Source: an optimization exercise on an open RTL-to-GDS flow (aim: small area). Production flows keep margins and buffers that such runs may drop.
The RTL was checked by simulation tests, not by an equivalence proof against the original design.
The clock input has no modelled driver; a real chip could not lean on it and would need a root buffer or a full tree.
Power and IR drop assume default switching activity.

==> inputs of exp/indigo <==
==> flow/design.v <==
module wb_ao22 (input logic a, b, c, d, output logic y);
  assign y = (a & b) | (c & d);
endmodule
module wb_aoi22 (input logic a, b, c, d, output logic y);
  assign y = ~((a & b) | (c & d));
endmodule
module wb_aoi222 (input logic a, b, c, d, e, f, output logic y);
  assign y = ~((a & b) | (c & d) | (e & f));
endmodule
module wb_nand2 (input logic a, b, output logic y);
  assign y = ~(a & b);
endmodule
module wb_rdbit (
  input  logic [31:0] sel,
  input  logic [31:0] val,
  output logic        y
);
  logic [10:0] n;
  for (genvar g = 0; g < 10; g++) begin : g_aoi
    wb_aoi222 u (.a(sel[3*g]), .b(val[3*g]), .c(sel[3*g+1]), .d(val[3*g+1]),
                 .e(sel[3*g+2]), .f(val[3*g+2]), .y(n[g]));
  end
  wb_aoi22 u_last (.a(sel[30]), .b(val[30]), .c(sel[31]), .d(val[31]), .y(n[10]));
  assign y = ~(&n);
endmodule
module wb_and2 (input logic a, b, output logic y);
  assign y = a & b;
endmodule
module wb_o21a (input logic a, b, c, output logic y);
  assign y = (a | b) & c;
endmodule
module wb_predec (
  input  logic       en,
  input  logic [4:0] a,
  output logic [3:0] lo, lo_n,
  output logic [7:0] hi, hi_n
);
  always_comb begin
    for (int j = 0; j < 4; j++) lo[j] = a[1:0] == 2'(j);
    for (int k = 0; k < 8; k++) hi[k] = en && a[4:2] == 3'(k);
    lo_n = ~lo;
    hi_n = ~hi;
  end
endmodule
module wb_dec5 (
  input  logic       en,
  input  logic [4:0] a,
  output logic [31:1] y
);
  logic [3:0] lo, lo_n;
  logic [7:0] hi, hi_n;
  wb_predec u_pre (.en(en), .a(a), .lo(lo), .lo_n(lo_n), .hi(hi), .hi_n(hi_n));
  for (genvar i = 1; i < 32; i++) begin : g_y
    wb_and2 u (.a(lo[i % 4]), .b(hi[i / 4]), .y(y[i]));
  end
endmodule
module wb_cntbit (input logic q, ci, reset, output logic d, co);
  assign d  = !reset && (q ^ ci);
  assign co = q && ci;
endmodule
module wb_regfile #(
  parameter logic [31:0] RESET_PC = 32'h0000_0000
) (
  input  logic        clk,
  input  logic        reset,
  input  logic        in_Jump,
  input  logic        in_MemtoReg,
  input  logic        in_RegWrite,
  input  logic [27:0] in_JumpAddress,
  input  logic [31:0] in_AddFour,
  input  logic [31:0] in_Adder,
  input  logic        in_ANDGate,
  input  logic [31:0] in_ReadData,
  input  logic [31:0] in_ALU,
  input  logic [4:0]  in_WriteRegister,
  input  logic        in_Stall,
  input  logic [4:0]  in_ReadRegister1,
  input  logic [4:0]  in_ReadRegister2,
  output logic [31:0] out_ReadData1,
  output logic [31:0] out_ReadData2,
  output logic [31:0] out_WriteData,
  output logic [31:0] out_PC,
  output logic [31:0] out_WBCount
);
  logic [1023:32] rf_q, rf_d;
  logic [31:0]    pc_q, pc_d;
  logic [31:0]    wb_count_q, wb_count_d;
  logic           commit;
  logic [31:1]    wen, hold;
  assign out_WriteData = in_MemtoReg ? in_ReadData : in_ALU;
  assign commit        = in_RegWrite && (in_WriteRegister != 5'd0) && !reset;
  logic [3:0] wlo, wlo_n;
  logic [7:0] whi, whi_n;
  logic       reset_n;
  assign reset_n = !reset;
  wb_predec u_wpre (.en(commit), .a(in_WriteRegister), .lo(wlo), .lo_n(wlo_n),
                    .hi(whi), .hi_n(whi_n));
  for (genvar i = 1; i < 32; i++) begin : g_wsel
    wb_and2 u_w (.a(wlo[i % 4]), .b(whi[i / 4]), .y(wen[i]));
    wb_o21a u_h (.a(wlo_n[i % 4]), .b(whi_n[i / 4]), .c(reset_n), .y(hold[i]));
  end
  for (genvar i = 1; i < 32; i++) begin : g_reg
    for (genvar b = 0; b < 32; b++) begin : g_bit
      wb_ao22 u_d (.a(wen[i]), .b(out_WriteData[b]), .c(hold[i]),
                   .d(rf_q[32*i+b]), .y(rf_d[32*i+b]));
    end
  end
  logic        byp1, byp2;
  logic [31:0] sel1, sel2;
  assign byp1 = commit && (in_ReadRegister1 == in_WriteRegister);
  assign byp2 = commit && (in_ReadRegister2 == in_WriteRegister);
  assign sel1[0] = byp1;
  assign sel2[0] = byp2;
  wb_dec5 u_rdec1 (.en(!byp1), .a(in_ReadRegister1), .y(sel1[31:1]));
  wb_dec5 u_rdec2 (.en(!byp2), .a(in_ReadRegister2), .y(sel2[31:1]));
  for (genvar b = 0; b < 32; b++) begin : g_rd
    logic [31:0] val;
    assign val[0] = out_WriteData[b];
    for (genvar i = 1; i < 32; i++) begin : g_v
      assign val[i] = rf_q[32*i+b];
    end
    wb_rdbit u_rd1 (.sel(sel1), .val(val), .y(out_ReadData1[b]));
    wb_rdbit u_rd2 (.sel(sel2), .val(val), .y(out_ReadData2[b]));
  end
  logic s_hold, s_jump, s_br, s_seq, s_hi;
  assign s_hold = !reset && in_Stall;
  assign s_jump = !reset && !in_Stall && in_Jump;
  assign s_br   = !reset && !in_Stall && !in_Jump && in_ANDGate;
  assign s_seq  = !reset && !in_Stall && !in_Jump && !in_ANDGate;
  assign s_hi   = s_jump || s_seq;
  for (genvar b = 0; b < 28; b++) begin : g_pc_lo
    logic n1, n2;
    wb_aoi222 u_a (.a(s_hold), .b(pc_q[b]), .c(s_jump), .d(in_JumpAddress[b]),
                   .e(s_br), .f(in_Adder[b]), .y(n1));
    wb_nand2 u_b (.a(s_seq), .b(in_AddFour[b]), .y(n2));
    wb_nand2 u_c (.a(n1), .b(n2), .y(pc_d[b]));
  end
  for (genvar b = 28; b < 32; b++) begin : g_pc_hi
    logic n1;
    wb_aoi222 u_a (.a(s_hold), .b(pc_q[b]), .c(s_hi), .d(in_AddFour[b]),
                   .e(s_br), .f(in_Adder[b]), .y(n1));
    assign pc_d[b] = !n1;
  end
  logic [32:0] cnt_c;
  assign cnt_c[0] = commit;
  for (genvar b = 0; b < 32; b++) begin : g_cnt
    wb_cntbit u (.q(wb_count_q[b]), .ci(cnt_c[b]), .reset(reset),
                 .d(wb_count_d[b]), .co(cnt_c[b+1]));
  end
  always_ff @(posedge clk) begin
    rf_q       <= rf_d;
    pc_q       <= pc_d;
    wb_count_q <= wb_count_d;
  end
  assign out_PC      = pc_q;
  assign out_WBCount = wb_count_q;
endmodule
==> flow/flow/run.sh <==
#!/bin/bash
# Own layout flow: the standard synthesis, then every combinational cell
# resized by its load (flow/size.py; the layout's repair steps still size up
# where needed), then the standard layout with small port buffers and a clock
# tree of clkbuf_8 without dummy loads. Each tool's output goes to its own log.
set -euo pipefail
R=orfs/results/${FLOW_PLATFORM}/wb_regfile/base
LIB=${FLOW_HOME}/platforms/${FLOW_PLATFORM}/lib/sky130_fd_sc_hd__tt_025C_1v80.lib
bash standard.sh synth > flow_synth.log 2>&1
python3 flow/size.py "$LIB" "$R/1_2_yosys.v" > flow_size.log 2>&1
rm -f "$R/1_synth.odb" "$R/1_synth.sdc"
export BUFFER_PORTS_ARGS="-buffer_cell sky130_fd_sc_hd__buf_1"
export CTS_ARGS="-sink_clustering_enable -repair_clock_nets -buf_list sky130_fd_sc_hd__clkbuf_8 -sink_clustering_size 15 -sink_clustering_max_diameter 60 -dont_use_dummy_load"
bash standard.sh > flow_layout.log 2>&1
==> flow/flow/size.py <==
"""Resize the combinational cells of a mapped netlist by their load.

Yosys's ABC step sizes cells for an assumed load, not the real one: it makes
cells that drive module outputs large and leaves cells that drive a whole row
or column of the register array small. This script gives every combinational
cell the smallest-area variant of its kind (same function and pins) whose
max_capacitance covers an estimate of its load (input pin capacitance plus a
wire allowance per pin), preferring the stronger variant when areas tie.
Flip-flops are left alone. The layout's repair steps still fix whatever this
estimate gets wrong."""
import re
import sys
from collections import defaultdict

LIB, NETLIST = sys.argv[1], sys.argv[2]
WIRE_PER_PIN = 2.0e-3   # pF of wire allowance per load pin
WIRE_BASE = 5.0e-3      # pF per net
MARGIN = 0.8            # use at most this fraction of max_capacitance

text = open(LIB).read()
cells = {}
for m in re.finditer(r'\n    cell \("(\w+)"\) \{', text):
    name = m.group(1)
    j = text.find('\n    cell (', m.end())
    body = text[m.end():j if j > 0 else len(text)]
    area = float(re.search(r'area : ([\d.]+)', body).group(1))
    pins = {}
    for pm in re.finditer(r'\n        pin \("(\w+)"\) \{(.*?)\n        \}', body, re.S):
        pb = pm.group(2)
        d = re.search(r'direction : "?(\w+)', pb)
        c = re.search(r'\n\s*capacitance : ([\d.]+)', pb)
        mc = re.search(r'max_capacitance : ([\d.]+)', pb)
        pins[pm.group(1)] = (d.group(1) if d else '', float(c.group(1)) if c else 0.0,
                             float(mc.group(1)) if mc else None)
    cells[name] = (area, pins, 'ff' in body[:2000] and re.search(r'\n\s*ff \(', body) is not None)

skip = re.compile(r'__(df|edf|sdf|dl|sedf|conb|tap|fill|decap|diode|probe)|lpflow')
variants = defaultdict(list)
for name, (area, pins, seq) in cells.items():
    m = re.match(r'(sky130_fd_sc_hd__\w+?)_(\d+)$', name)
    if m and not skip.search(name) and not seq:
        outs = [p for p, v in pins.items() if v[0] == 'output']
        mc = min((pins[p][2] or 0.0) for p in outs) if outs else 0.0
        variants[m.group(1)].append((area, -mc, name, mc))

net_text = open(NETLIST).read()
inst_re = re.compile(r'(\n\s*)(sky130_fd_sc_hd__\w+)(\s+\S+\s*\()(.*?)(\);)', re.S)
pin_re = re.compile(r'\.(\w+)\(\s*(.*?)\s*\)\s*(?:,|$)', re.S)

insts = []
load = defaultdict(float)
npins = defaultdict(int)
for m in inst_re.finditer(net_text):
    cell = m.group(2)
    conns = pin_re.findall(m.group(4))
    insts.append((m, cell, conns))
    pins = cells.get(cell, (0, {}, False))[1]
    for p, n in conns:
        if p in pins and pins[p][0] == 'input':
            load[n] += pins[p][1]
            npins[n] += 1
# output ports get a port buffer
ports = set()
for m in re.finditer(r'\n\s*output\s+(\[(\d+):(\d+)\]\s*)?(\w+);', net_text):
    if m.group(1):
        for b in range(int(m.group(3)), int(m.group(2)) + 1):
            ports.add(f'{m.group(4)}[{b}]')
    else:
        ports.add(m.group(4))
for m in re.finditer(r'\n\s*assign\s+(.*?)\s*=\s*(.*?);', net_text):
    lhs, rhs = m.group(1), m.group(2)
    if lhs in ports or lhs.split('[')[0] in {p.split('[')[0] for p in ports}:
        ports.add(rhs)
for p in ports:
    load[p] += 0.0024
    npins[p] += 1

def choose(cell, cap):
    m = re.match(r'(sky130_fd_sc_hd__\w+?)_(\d+)$', cell)
    if not m or m.group(1) not in variants or skip.search(cell):
        return cell
    opts = sorted(variants[m.group(1)])
    need = cap / MARGIN
    for area, _, name, mc in opts:
        if mc >= need:
            return name
    return max(opts, key=lambda v: v[3])[2]

out = []
last = 0
swaps = defaultdict(int)
for m, cell, conns in insts:
    pins = cells.get(cell, (0, {}, False))[1]
    outs = [n for p, n in conns if p in pins and pins[p][0] == 'output']
    cap = max((load[n] + WIRE_PER_PIN * npins[n] + WIRE_BASE for n in outs), default=0.0)
    new = choose(cell, cap)
    if new != cell:
        swaps[(cell, new)] += 1
    out.append(net_text[last:m.start(2)])
    out.append(new)
    last = m.end(2)
out.append(net_text[last:])
open(NETLIST, 'w').write(''.join(out))
for (a, b), n in sorted(swaps.items()):
    print(f'{n:6d} {a} -> {b}')
==> flow/standard.sh <==
#!/bin/bash
# synth_recipe.tcl (not shown) runs the flow's synth.tcl, then flattens the netlist and writes it again
# the make line also repeats each setting of config.mk as NAME=value (left out here)
make -C /OpenROAD-flow-scripts/flow DESIGN_CONFIG=/design/flow/config.mk WORK_HOME=/design/flow/orfs CLKGATE_MAP_FILE= SYNTH_SCRIPT=/design/flow/synth_recipe.tcl "${@:-finish}"
==> flow/config.mk <==
export PLATFORM = sky130hd
export DESIGN_NAME = wb_regfile
export DESIGN_NICKNAME = wb_regfile
export VERILOG_FILES = /design/flow/design.v
export SDC_FILE = /design/flow/constraint.sdc
export NUM_CORES = 8
export LEC_CHECK = 0
export CAP_MARGIN = 20
export CORE_MARGIN = 2
export CORE_UTILIZATION = 60
export PLACE_DENSITY = 0.7
export SLEW_MARGIN = 20
export SYNTH_HIERARCHICAL = 1
==> flow/constraint.sdc <==
create_clock -name core_clock -period 8.0 [get_ports {clk}]
set_input_delay 1.6000 -clock core_clock [delete_from_list [all_inputs] [get_ports {clk}]]
set_output_delay 1.6000 -clock core_clock [all_outputs]
set_load 0.01 [all_outputs]
==> exp/juniper: changes against exp/indigo <==
--- a/flow/design.v
+++ b/flow/design.v
@@ -55,7 +55,24 @@
   end
 endmodule
-module wb_cntbit (input logic q, ci, reset, output logic d, co);
-  assign d  = !reset && (q ^ ci);
-  assign co = q && ci;
+module wb_cnt_even (input logic q, ci, reset_n, output logic d, co_n);
+  logic x;
+  wb_nand2 u_c (.a(q), .b(ci), .y(x));
+  assign co_n = x;
+  assign d    = (q | ci) & x & reset_n;
+endmodule
+module wb_cnt_odd (input logic q, ci_n, reset, output logic d, co);
+  logic t;
+  wb_and2b u_c (.a_n(ci_n), .b(q), .y(co));
+  wb_xor2  u_x (.a(q), .b(ci_n), .y(t));
+  wb_nor2  u_d (.a(reset), .b(t), .y(d));
+endmodule
+module wb_and2b (input logic a_n, b, output logic y);
+  assign y = !a_n && b;
+endmodule
+module wb_xor2 (input logic a, b, output logic y);
+  assign y = a ^ b;
+endmodule
+module wb_nor2 (input logic a, b, output logic y);
+  assign y = ~(a | b);
 endmodule
 module wb_regfile #(
@@ -123,5 +140,6 @@
     wb_rdbit u_rd2 (.sel(sel2), .val(val), .y(out_ReadData2[b]));
   end
-  logic s_hold, s_jump, s_br, s_seq, s_hi;
+  logic        s_hold, s_jump, s_br, s_seq, s_hi;
+  logic [31:0] pc_n;
   assign s_hold = !reset && in_Stall;
   assign s_jump = !reset && !in_Stall && in_Jump;
@@ -134,5 +152,5 @@
                    .e(s_br), .f(in_Adder[b]), .y(n1));
     wb_nand2 u_b (.a(s_seq), .b(in_AddFour[b]), .y(n2));
-    wb_nand2 u_c (.a(n1), .b(n2), .y(pc_d[b]));
+    wb_nand2 u_c (.a(n1), .b(n2), .y(pc_n[b]));
   end
   for (genvar b = 28; b < 32; b++) begin : g_pc_hi
@@ -140,11 +158,20 @@
     wb_aoi222 u_a (.a(s_hold), .b(pc_q[b]), .c(s_hi), .d(in_AddFour[b]),
                    .e(s_br), .f(in_Adder[b]), .y(n1));
-    assign pc_d[b] = !n1;
+    assign pc_n[b] = !n1;
+  end
+  for (genvar b = 0; b < 32; b++) begin : g_pc_rst
+    if (RESET_PC[b]) begin : g_one
+      assign pc_d[b] = pc_n[b] | reset;
+    end else begin : g_zero
+      assign pc_d[b] = pc_n[b];
+    end
   end
   logic [32:0] cnt_c;
   assign cnt_c[0] = commit;
-  for (genvar b = 0; b < 32; b++) begin : g_cnt
-    wb_cntbit u (.q(wb_count_q[b]), .ci(cnt_c[b]), .reset(reset),
-                 .d(wb_count_d[b]), .co(cnt_c[b+1]));
+  for (genvar b = 0; b < 32; b += 2) begin : g_cnt
+    wb_cnt_even u_e (.q(wb_count_q[b]), .ci(cnt_c[b]), .reset_n(reset_n),
+                     .d(wb_count_d[b]), .co_n(cnt_c[b+1]));
+    wb_cnt_odd  u_o (.q(wb_count_q[b+1]), .ci_n(cnt_c[b+1]), .reset(reset),
+                     .d(wb_count_d[b+1]), .co(cnt_c[b+2]));
   end
   always_ff @(posedge clk) begin
==> flow/flow/run.sh (replaced) <==
#!/bin/bash
# Own layout flow: the standard synthesis, then every combinational cell
# resized by its load (flow/size.py; the layout's repair steps still size up
# where needed), then the standard layout with small port buffers and a clock
# tree of clkbuf_16 without dummy loads, whose two lowest levels are then
# turned into inverters (flow/clkinv.tcl). Each tool's output goes to its own log.
set -euo pipefail
R=orfs/results/${FLOW_PLATFORM}/wb_regfile/base
LIB=${FLOW_HOME}/platforms/${FLOW_PLATFORM}/lib/sky130_fd_sc_hd__tt_025C_1v80.lib
bash standard.sh synth > flow_synth.log 2>&1
python3 flow/size.py "$LIB" "$R/1_2_yosys.v" > flow_size.log 2>&1
rm -f "$R/1_synth.odb" "$R/1_synth.sdc"
export BUFFER_PORTS_ARGS="-buffer_cell sky130_fd_sc_hd__buf_1"
export POST_CTS_TCL="$PWD/flow/post_cts.tcl"
export CTS_ARGS="-sink_clustering_enable -repair_clock_nets -buf_list sky130_fd_sc_hd__clkbuf_16 -sink_clustering_size 25 -sink_clustering_max_diameter 100 -dont_use_dummy_load"
bash standard.sh > flow_layout.log 2>&1
==> flow/flow/clkinv.tcl (new file) <==
# Replace the last two levels of the clock tree (the buffers that drive the
# flip-flops, and the buffers that drive only those) by inverters, so every
# flip-flop still sees two inversions and the clock polarity is unchanged.
# Inverters drive as well as buffers of the same strength for less area.
proc clk_tree_to_inverters { leaf_master mid_master } {
  set block [ord::get_db_block]
  set db [ord::get_db]
  set leafm [$db findMaster $leaf_master]
  set midm [$db findMaster $mid_master]
  set is_buf {}
  foreach inst [$block getInsts] {
    set m [[$inst getMaster] getName]
    if {[string match "*__clkbuf_*" $m]} {
      set out [[$inst findITerm X] getNet]
      if {$out eq "NULL"} continue
      if {[$out getSigType] ne "CLOCK"} continue
      dict set is_buf [$inst getName] $inst
    }
  }
  # children of each buffer
  set leaves {}
  set parents {}
  dict for {name inst} $is_buf {
    set out [[$inst findITerm X] getNet]
    set nbuf 0; set nff 0; set nother 0
    foreach it [$out getITerms] {
      if {[$it isOutputSignal]} continue
      set ci [$it getInst]
      if {[dict exists $is_buf [$ci getName]]} { incr nbuf } elseif {[string match "*__df*" [[$ci getMaster] getName]]} { incr nff } else { incr nother }
    }
    dict set kind $name [list $nbuf $nff $nother]
  }
  # leaves: drive flip-flops only; parents: drive leaves only
  dict for {name inst} $is_buf {
    lassign [dict get $kind $name] nbuf nff nother
    if {$nff > 0 && $nbuf == 0 && $nother == 0} { lappend leaves $name }
  }
  set ok 1
  dict for {name inst} $is_buf {
    lassign [dict get $kind $name] nbuf nff nother
    if {$nbuf == 0} continue
    set out [[$inst findITerm X] getNet]
    set all_leaf 1; set any_leaf 0
    foreach it [$out getITerms] {
      if {[$it isOutputSignal]} continue
      set cn [[$it getInst] getName]
      if {[lsearch -exact $leaves $cn] >= 0} { set any_leaf 1 } else { set all_leaf 0 }
    }
    if {$any_leaf && !$all_leaf} { set ok 0 }
    if {$any_leaf && $all_leaf} { lappend parents $name }
  }
  # every leaf must have a parent in the set
  foreach l $leaves {
    set in [[[dict get $is_buf $l] findITerm A] getNet]
    set drv ""
    foreach it [$in getITerms] { if {[$it isOutputSignal]} { set drv [[$it getInst] getName] } }
    if {[lsearch -exact $parents $drv] < 0} { set ok 0 }
  }
  puts "clk_tree_to_inverters: [llength $leaves] leaves, [llength $parents] parents, ok=$ok"
  if {!$ok} { return 0 }
  foreach l $leaves { replace_with_inverter $block [dict get $is_buf $l] $leafm }
  foreach p $parents { replace_with_inverter $block [dict get $is_buf $p] $midm }
  global_connect
  return 1
}

proc replace_with_inverter { block inst master } {
  set name [$inst getName]
  set loc [$inst getLocation]
  set orient [$inst getOrient]
  set in [[$inst findITerm A] getNet]
  set out [[$inst findITerm X] getNet]
  odb::dbInst_destroy $inst
  set new [odb::dbInst_create $block $master $name]
  [$new findITerm A] connect $in
  [$new findITerm Y] connect $out
  $new setOrient $orient
  $new setLocation [lindex $loc 0] [lindex $loc 1]
  $new setPlacementStatus PLACED
}
==> flow/flow/post_cts.tcl (new file) <==
# POST_CTS hook: turn the two lowest levels of the clock tree into inverters.
source [file join [file dirname [info script]] clkinv.tcl]
clk_tree_to_inverters sky130_fd_sc_hd__inv_12 sky130_fd_sc_hd__inv_12
==> comparison <==
Critical path depth: exp/indigo is higher than exp/juniper (25).
In exp/indigo the synthesized cell count is smaller than in exp/juniper, by about 0.43%.
Sequential power is about the same in exp/juniper and exp/indigo.
Clock skew: exp/indigo is higher than exp/juniper (11 ps).
exp/juniper finished with timing, DRC and antenna clean. exp/indigo passed the timing, design-rule and antenna checks.
Between exp/juniper and exp/indigo, the lower core utilization is in exp/juniper (gap 0.57 points).
Against exp/juniper, the clock power of exp/indigo is higher by about 11%.
Of exp/indigo and exp/juniper, exp/juniper has the higher global-route usage (gap 1.6 points).
The clock cells of exp/juniper come from the design's own scripts or RTL, not from TritonCTS.

==> afterwards: timing with drivers on the ports <==
How much do the figures lean on ideal ports? The routed layouts below were timed once more, with nothing changed but the port constraints.
Step 1, drivers: a clkbuf_16 drives clk and a buf_2 each remaining input, both assumed.
Step 2 times the ports against the registers' clock, not the clock port: input delays grow and output delays shrink by t, the midpoint of the rising clock arrivals with the driver on.
Slacks: no drivers / after step 1 / after step 2; pairs: no drivers / after step 1.
run	t (ns)	setup WS [ns]	worst setup path at the end	worst data-port slew with drivers (ns)	pins driven straight from the clock port
exp/indigo	0.790	0.260 / 0.291 / -0.483	input to register	0.11	1
exp/juniper	0.616	0.229 / 0.205 / 0.205	input to output	0.18	1
With both steps, setup timing fails in exp/indigo, where it was met with ideal ports. The setup slack of exp/indigo, which loses most, moves by +0.031 ns with the drivers and by -0.743 ns with both steps.
